Source: an optimization exercise on an open RTL-to-GDS flow (aim: small area and a short achievable clock period). Production flows keep margins and buffers that such runs may drop.
The RTL was checked by simulation tests, not by an equivalence proof against the original design.
Power and IR drop assume default switching activity.

Setup of job 101:
==> flow/design.v <==
module aes_pipe_ctrl #(
    parameter int DATA_W     = 128,
    parameter int FIFO_DEPTH = 16,
    parameter int KEY_GAP    = 2
) (
    input  logic              ap_clk,
    input  logic              ap_rst,
    input  logic [DATA_W-1:0] in_V_dout,
    input  logic              in_V_empty_n,
    output logic              in_V_read,
    output logic [DATA_W-1:0] out_V_din,
    input  logic              out_V_full_n,
    output logic              out_V_write,
    output logic              key_write,
    output logic [DATA_W-1:0] key_data,
    output logic              text_write,
    output logic [DATA_W-1:0] text_data,
    input  logic [DATA_W-1:0] enc_data,
    input  logic              enc_valid,
    output logic              busy,
    output logic              err
);
    localparam int D = FIFO_DEPTH;
    localparam int M = FIFO_DEPTH - 1;            
    function automatic logic [DATA_W-1:0] byte_rev(input logic [DATA_W-1:0] w);
        logic [DATA_W-1:0] r;
        for (int i = 0; i < DATA_W / 8; i++) r[8*i +: 8] = w[DATA_W-8-8*i +: 8];
        byte_rev = r;
    endfunction
    function automatic logic [D-1:0] th_step(input logic [D-1:0] t, input logic inc, input logic dec);
        th_step = inc ? {t[D-2:0], 1'b1} : dec ? {1'b0, t[D-1:1]} : t;
    endfunction
    logic st_hdr, st_drain, st_key, st_text;
    logic en_q, text_en_q;                        
    logic [31:0]   rem_cnt;
    logic          rem0_q, rem1_q;                
    logic [1:0]    gap_cnt;
    logic [D-1:0]  fifo_th, ifl_th, cred_th;      
    logic [M-1:0]  wr_oh, rd_oh, rd_oh_nx;
    logic [M:0]    hsel_q;                        
    logic [M-1:0][DATA_W-1:0] mem;
    logic [DATA_W-1:0] out_q, head_nx;
    logic empty, one, ge2, full, if0;
    logic rd, hdr_rd, key_rd, text_rd, pop, bad, push, to_mem;
    assign empty = !fifo_th[0];
    assign one   = fifo_th[0] && !fifo_th[1];
    assign ge2   = fifo_th[1];
    assign full  = fifo_th[D-1];
    assign if0   = !ifl_th[0];
    assign rd      = in_V_empty_n && en_q;
    assign hdr_rd  = in_V_empty_n && st_hdr;
    assign key_rd  = in_V_empty_n && st_key;
    assign text_rd = in_V_empty_n && text_en_q;
    assign pop     = fifo_th[0] && out_V_full_n;
    assign bad     = enc_valid && if0;             
    assign push    = enc_valid && !bad;
    assign to_mem  = push && !empty && !(one && pop);
    assign in_V_read   = rd && !ap_rst;
    assign out_V_write = pop && !ap_rst;
    assign out_V_din   = out_q;
    logic st_hdr_nx, st_drain_nx, st_key_nx, st_text_nx, text_en_nx;
    logic [D-1:0] fifo_nx, ifl_nx, cred_nx;
    logic [1:0]   gap_nx;
    always_comb begin
        st_hdr_nx   = (st_hdr && !rd) || (st_key && rd && rem0_q) || (st_text && text_rd && rem1_q);
        st_drain_nx = (st_hdr && rd) || (st_drain && !if0);
        st_key_nx   = (st_drain && if0) || (st_key && !rd);
        st_text_nx  = (st_key && rd && !rem0_q) || (st_text && !(text_rd && rem1_q));
        gap_nx      = key_rd ? 2'd2 : (gap_cnt != 2'd0 ? gap_cnt - 2'd1 : 2'd0);
        fifo_nx     = th_step(fifo_th, push && !pop, pop && !push);
        ifl_nx      = th_step(ifl_th, text_rd && !push, push && !text_rd);
        cred_nx     = th_step(cred_th, text_rd && !pop, pop && !text_rd);
        rd_oh_nx    = (pop && ge2) ? {rd_oh[M-2:0], rd_oh[M-1]} : rd_oh;
        text_en_nx  = st_text && !(text_rd && rem1_q) && gap_cnt <= 2'd1 && !cred_nx[D-1];
    end
    logic         head_ld;
    logic [M:0]   hsel;
    assign head_ld = empty || out_V_full_n;
    assign hsel    = hsel_q & {(M + 1){head_ld}};
    always_comb begin
        head_nx = ({DATA_W{!head_ld}} & out_q) | ({DATA_W{hsel[M]}} & byte_rev(enc_data));
        for (int i = 0; i < M; i++) head_nx = head_nx | ({DATA_W{hsel[i]}} & mem[i]);
    end
    always_ff @(posedge ap_clk) begin
        if (ap_rst) begin
            st_hdr     <= 1'b1;
            st_drain   <= 1'b0;
            st_key     <= 1'b0;
            st_text    <= 1'b0;
            en_q       <= 1'b1;
            text_en_q  <= 1'b0;
            rem_cnt    <= '0;
            rem0_q     <= 1'b1;
            rem1_q     <= 1'b0;
            gap_cnt    <= '0;
            fifo_th    <= '0;
            ifl_th     <= '0;
            cred_th    <= '0;
            wr_oh      <= M'(1);
            rd_oh      <= M'(1);
            hsel_q     <= {1'b1, M'(0)};
            busy       <= 1'b0;
            err        <= 1'b0;
            key_write  <= 1'b0;
            text_write <= 1'b0;
            key_data   <= '0;
            text_data  <= '0;
        end else begin
            st_hdr    <= st_hdr_nx;
            st_drain  <= st_drain_nx;
            st_key    <= st_key_nx;
            st_text   <= st_text_nx;
            en_q      <= st_hdr_nx || st_key_nx || text_en_nx;
            text_en_q <= text_en_nx;
            if (hdr_rd) begin
                rem_cnt <= in_V_dout[31:0];
                rem0_q  <= in_V_dout[31:0] == 32'd0;
                rem1_q  <= in_V_dout[31:0] == 32'd1;
            end else if (text_rd) begin
                rem_cnt <= rem_cnt - 32'd1;
                rem0_q  <= rem1_q;
                rem1_q  <= rem_cnt == 32'd2;
            end
            gap_cnt   <= gap_nx;
            fifo_th   <= fifo_nx;
            ifl_th    <= ifl_nx;
            cred_th   <= cred_nx;
            if (to_mem) wr_oh <= {wr_oh[M-2:0], wr_oh[M-1]};
            rd_oh     <= rd_oh_nx;
            hsel_q    <= {!fifo_nx[1], rd_oh_nx & {M{fifo_nx[1]}}};
            busy      <= !st_hdr_nx || ifl_nx[0] || fifo_nx[0];
            if (bad) err <= 1'b1;
            key_write  <= key_rd;
            text_write <= text_rd;
            if (key_rd) key_data <= byte_rev(in_V_dout);
            if (text_rd) text_data <= byte_rev(in_V_dout);
        end
    end
    always_ff @(posedge ap_clk) begin
        for (int i = 0; i < M; i++)
            if (wr_oh[i] && !full) mem[i] <= byte_rev(enc_data);
    end
    always_ff @(posedge ap_clk) out_q <= head_nx;
endmodule
==> flow/config.mk <==
export PLATFORM = sky130hd
export DESIGN_NAME = aes_pipe_ctrl
export DESIGN_NICKNAME = aes_pipe_ctrl
export VERILOG_FILES = /design/flow/design.v
export SDC_FILE = /design/flow/constraint.sdc
export NUM_CORES = 4
export LEC_CHECK = 0
export CAP_MARGIN = 20
export CORE_MARGIN = 2
export CORE_UTILIZATION = 52
export CTS_CLUSTER_DIAMETER = 100
export CTS_CLUSTER_SIZE = 20
export SETUP_SLACK_MARGIN = 2.3
export SLEW_MARGIN = 20
export TNS_END_PERCENT = 10
export BUFFER_PORTS_ARGS = -buffer_cell sky130_fd_sc_hd__buf_1
export POST_RESIZE_TCL = /design/flow/flow/iso.tcl
==> flow/constraint.sdc <==
create_clock -name core_clock -period 4.5 [get_ports {ap_clk}]
set_input_delay 0.9000 -clock core_clock [delete_from_list [all_inputs] [get_ports {ap_clk}]]
set_output_delay 0.9000 -clock core_clock [all_outputs]
set_load 0.01 [all_outputs]
standard.sh (not shown) runs the stock make flow with config.mk's settings and CLKGATE_MAP_FILE= SYNTH_SCRIPT=/design/flow/synth_recipe.tcl, a recipe that flattens the netlist after the stock synthesis.
==> flow/flow/run.sh <==
#!/bin/bash
set -euo pipefail
here=$(pwd)
cat >> config.mk <<EOC
export BUFFER_PORTS_ARGS = -buffer_cell sky130_fd_sc_hd__buf_1
export POST_RESIZE_TCL = $here/flow/iso.tcl
EOC
bash standard.sh > standard_flow.log 2>&1
==> flow/flow/iso.tcl <==
# POST_RESIZE hook: keep the combinational input-to-output paths short. For the logic gate
# that drives each such output port (through its port buffer), every input is traced back
# through plain buffers to the net right after the input port's own buffer; the gate is
# moved onto that net and the net's other loads are put behind one new buffer.


proc iso_driver {net} {
  set d [get_pins -quiet -of_objects $net -filter "direction==output"]
  if {[llength $d] != 1} { return "" }
  return $d
}

proc iso_is_port_net {name} {
  return [expr {[llength [get_ports -quiet $name]] == 1}]
}

set ::iso_n 0
set ::iso_keep {}
proc iso_gate {gate depth} {
  global iso_n iso_keep
  foreach ipin [get_pins -of_objects $gate -filter "direction==input"] {
    set net [get_nets -quiet -of_objects $ipin]
    if {$net eq ""} { continue }
    # walk back through single-input buffers, stopping at the port buffer's output net
    while {1} {
      set d [iso_driver $net]
      if {$d eq ""} { break }
      set c [get_cells -of_objects $d]
      set ref [get_property $c ref_name]
      if {![string match "sky130_fd_sc_hd__*buf_*" $ref]} { break }
      set cin [get_pins -of_objects $c -filter "direction==input"]
      if {[llength $cin] != 1} { break }
      set up [get_nets -quiet -of_objects $cin]
      if {$up eq "" || [iso_is_port_net [get_full_name $up]]} { break }
      set net $up
    }
    set pin_name [get_full_name $ipin]
    lappend iso_keep $pin_name
    set cur [get_nets -of_objects $ipin]
    if {[get_full_name $cur] ne [get_full_name $net]} {
      set it [sta::sta_to_db_pin $ipin]
      $it disconnect
      $it connect [sta::sta_to_db_net $net]
    }
    set loads {}
    foreach p [get_pins -quiet -of_objects $net -filter "direction==input"] {
      if {[lsearch -exact $iso_keep [get_full_name $p]] < 0} { lappend loads $p }
    }
    set d [iso_driver $net]
    if {$d eq ""} { continue }
    set dc [get_cells -of_objects $d]
    if {[llength $loads] >= 2} {
      set loc [[sta::sta_to_db_inst $dc] getLocation]
      insert_buffer -buffer_cell sky130_fd_sc_hd__buf_4 -net [get_full_name $net] -load_pins $loads \
        -location [list [expr {[lindex $loc 0] / 1000.0}] [expr {[lindex $loc 1] / 1000.0}]]
      incr iso_n
      puts "iso: [get_full_name $net] -> [get_full_name $gate]: [llength $loads] other loads behind a buffer"
    }
    # go one level further into a driving logic gate (not a flip-flop or a port buffer)
    set ref [get_property $dc ref_name]
    if {$depth > 1 && ![string match "*df*" $ref] && ![string match "*buf_*" $ref]} {
      iso_gate $dc [expr {$depth - 1}]
    }
  }
}

foreach port {in_V_read out_V_write} {
  set onet [get_nets -quiet $port]
  if {$onet eq ""} { continue }
  set obuf_pin [iso_driver $onet]
  if {$obuf_pin eq ""} { continue }
  set obuf [get_cells -of_objects $obuf_pin]
  set gnet [get_nets -of_objects [get_pins -of_objects $obuf -filter "direction==input"]]
  set gpin [iso_driver $gnet]
  if {$gpin eq ""} { continue }
  iso_gate [get_cells -of_objects $gpin] 2
}
puts "iso: $::iso_n buffers inserted"
Job 101 | stages: all done | timing, DRC, antenna: all pass
> inputs changed (job 101 -> job 102)
# job 101
export LEC_CHECK = 0
export CAP_MARGIN = 20
export CORE_MARGIN = 2
export CORE_UTILIZATION = 52
export CTS_CLUSTER_DIAMETER = 100
export CTS_CLUSTER_SIZE = 20
export SETUP_SLACK_MARGIN = 2.3
export SLEW_MARGIN = 20
export TNS_END_PERCENT = 10
export BUFFER_PORTS_ARGS = -buffer_cell sky130_fd_sc_hd__buf_1
export POST_RESIZE_TCL = /design/flow/flow/iso.tcl
create_clock -name core_clock -period 4.5 [get_ports {ap_clk}]
# job 102
export LEC_CHECK = 0
export CAP_MARGIN = 20
export CORE_MARGIN = 2
export CORE_UTILIZATION = 40
export CTS_CLUSTER_DIAMETER = 100
export CTS_CLUSTER_SIZE = 20
export SETUP_SLACK_MARGIN = 2.3
export SLEW_MARGIN = 20
export TNS_END_PERCENT = 10
export BUFFER_PORTS_ARGS = -buffer_cell sky130_fd_sc_hd__buf_1
export POST_RESIZE_TCL = /design/flow/flow/iso.tcl
create_clock -name core_clock -period 4.5 [get_ports {ap_clk}]
--- a/flow/flow/iso.tcl
+++ b/flow/flow/iso.tcl
@@ -3,5 +3,5 @@
 # through plain buffers to the net right after the input port's own buffer; the gate is
 # moved onto that net and the net's other loads are put behind one new buffer.
-
+set block [ord::get_db_block]
 
 proc iso_driver {net} {
@@ -15,8 +15,8 @@
 }
 
-set ::iso_n 0
-set ::iso_keep {}
+set iso_n 0
+set iso_keep {}
 proc iso_gate {gate depth} {
-  global iso_n iso_keep
+  global block iso_n iso_keep
   foreach ipin [get_pins -of_objects $gate -filter "direction==input"] {
     set net [get_nets -quiet -of_objects $ipin]
@@ -76,3 +76,3 @@
   iso_gate [get_cells -of_objects $gpin] 2
 }
-puts "iso: $::iso_n buffers inserted"
+puts "iso: $iso_n buffers inserted"
### Flow results
- Between job 102 and job 101, the relative contribution of the clock network to total power is lower for job 101.
- Between job 102 and job 101, the clock period minus final worst setup slack is lower for job 101.
- Looking at first element of the critical path, the out_q[117]$_DFF_P_ result is from job 102; the fifo_th[0]$_SDFF_PP0_ one comes from job 101.
- Job 102 reports a lower ratio of cells with drive above 1 in the final layout than job 101 does.
Setup changes, job 102 to job 103
# job 102
export LEC_CHECK = 0
export CAP_MARGIN = 20
export CORE_MARGIN = 2
export CORE_UTILIZATION = 40
export CTS_CLUSTER_DIAMETER = 100
export CTS_CLUSTER_SIZE = 20
export SETUP_SLACK_MARGIN = 2.3
export SLEW_MARGIN = 20
export TNS_END_PERCENT = 10
export BUFFER_PORTS_ARGS = -buffer_cell sky130_fd_sc_hd__buf_1
export POST_RESIZE_TCL = /design/flow/flow/iso.tcl
create_clock -name core_clock -period 4.5 [get_ports {ap_clk}]
# job 103
export LEC_CHECK = 0
export CAP_MARGIN = 20
export CORE_MARGIN = 2
export CORE_UTILIZATION = 52
export CTS_CLUSTER_DIAMETER = 100
export CTS_CLUSTER_SIZE = 20
export SETUP_SLACK_MARGIN = 2.3
export SLEW_MARGIN = 20
export TNS_END_PERCENT = 10
export BUFFER_PORTS_ARGS = -buffer_cell sky130_fd_sc_hd__buf_1
export POST_RESIZE_TCL = /design/flow/flow/iso.tcl
create_clock -name core_clock -period 4.5 [get_ports {ap_clk}]
Findings:
- The final reports for job 103 and job 102 show time the final worst path needs with I/O delays and setup lower in the former.
- Delta (job 103 minus job 102): final cell count decreased by 631 relative to the old numbers, clock network power share decreased by 0.4 points relative to the old numbers, worst-case setup margin in the final layout increased by 0.041 ns relative to the old numbers, final clock period utilization by the worst path decreased by 0.90 points relative to the old numbers.

-- port drivers added, routing unchanged --
The results above use ideal ports. As a check the final layouts listed here were re-extracted and re-timed, cells and wires unchanged. Step 1: set_driving_cell puts a clkbuf_16 on ap_clk and a buf_2 on each other input, an assumption about the parent block. Step 2 adds t to the input delays and takes it off the output delays; t is the mean of the earliest and latest rising clock arrival at the registers after step 1. Input paths then give back, and output paths get back, about the clock's delay inside the block. Three values: no drivers, after step 1, after step 2; two values: the first two.
run | t (ns) | setup WS [ns] | latest minus earliest clock arrival (ns) | worst data-port slew with drivers (ns)
job 101 | 0.865 | 2.127 / 2.045 / 1.414 | 0.026 / 0.027 | 0.31
job 102 | 0.914 | 2.086 / 1.985 / 1.433 | 0.040 / 0.040 | 0.28
job 103 | 0.865 | 2.127 / 2.045 / 1.414 | 0.026 / 0.027 | 0.31
After both steps every run listed still meets setup and hold.
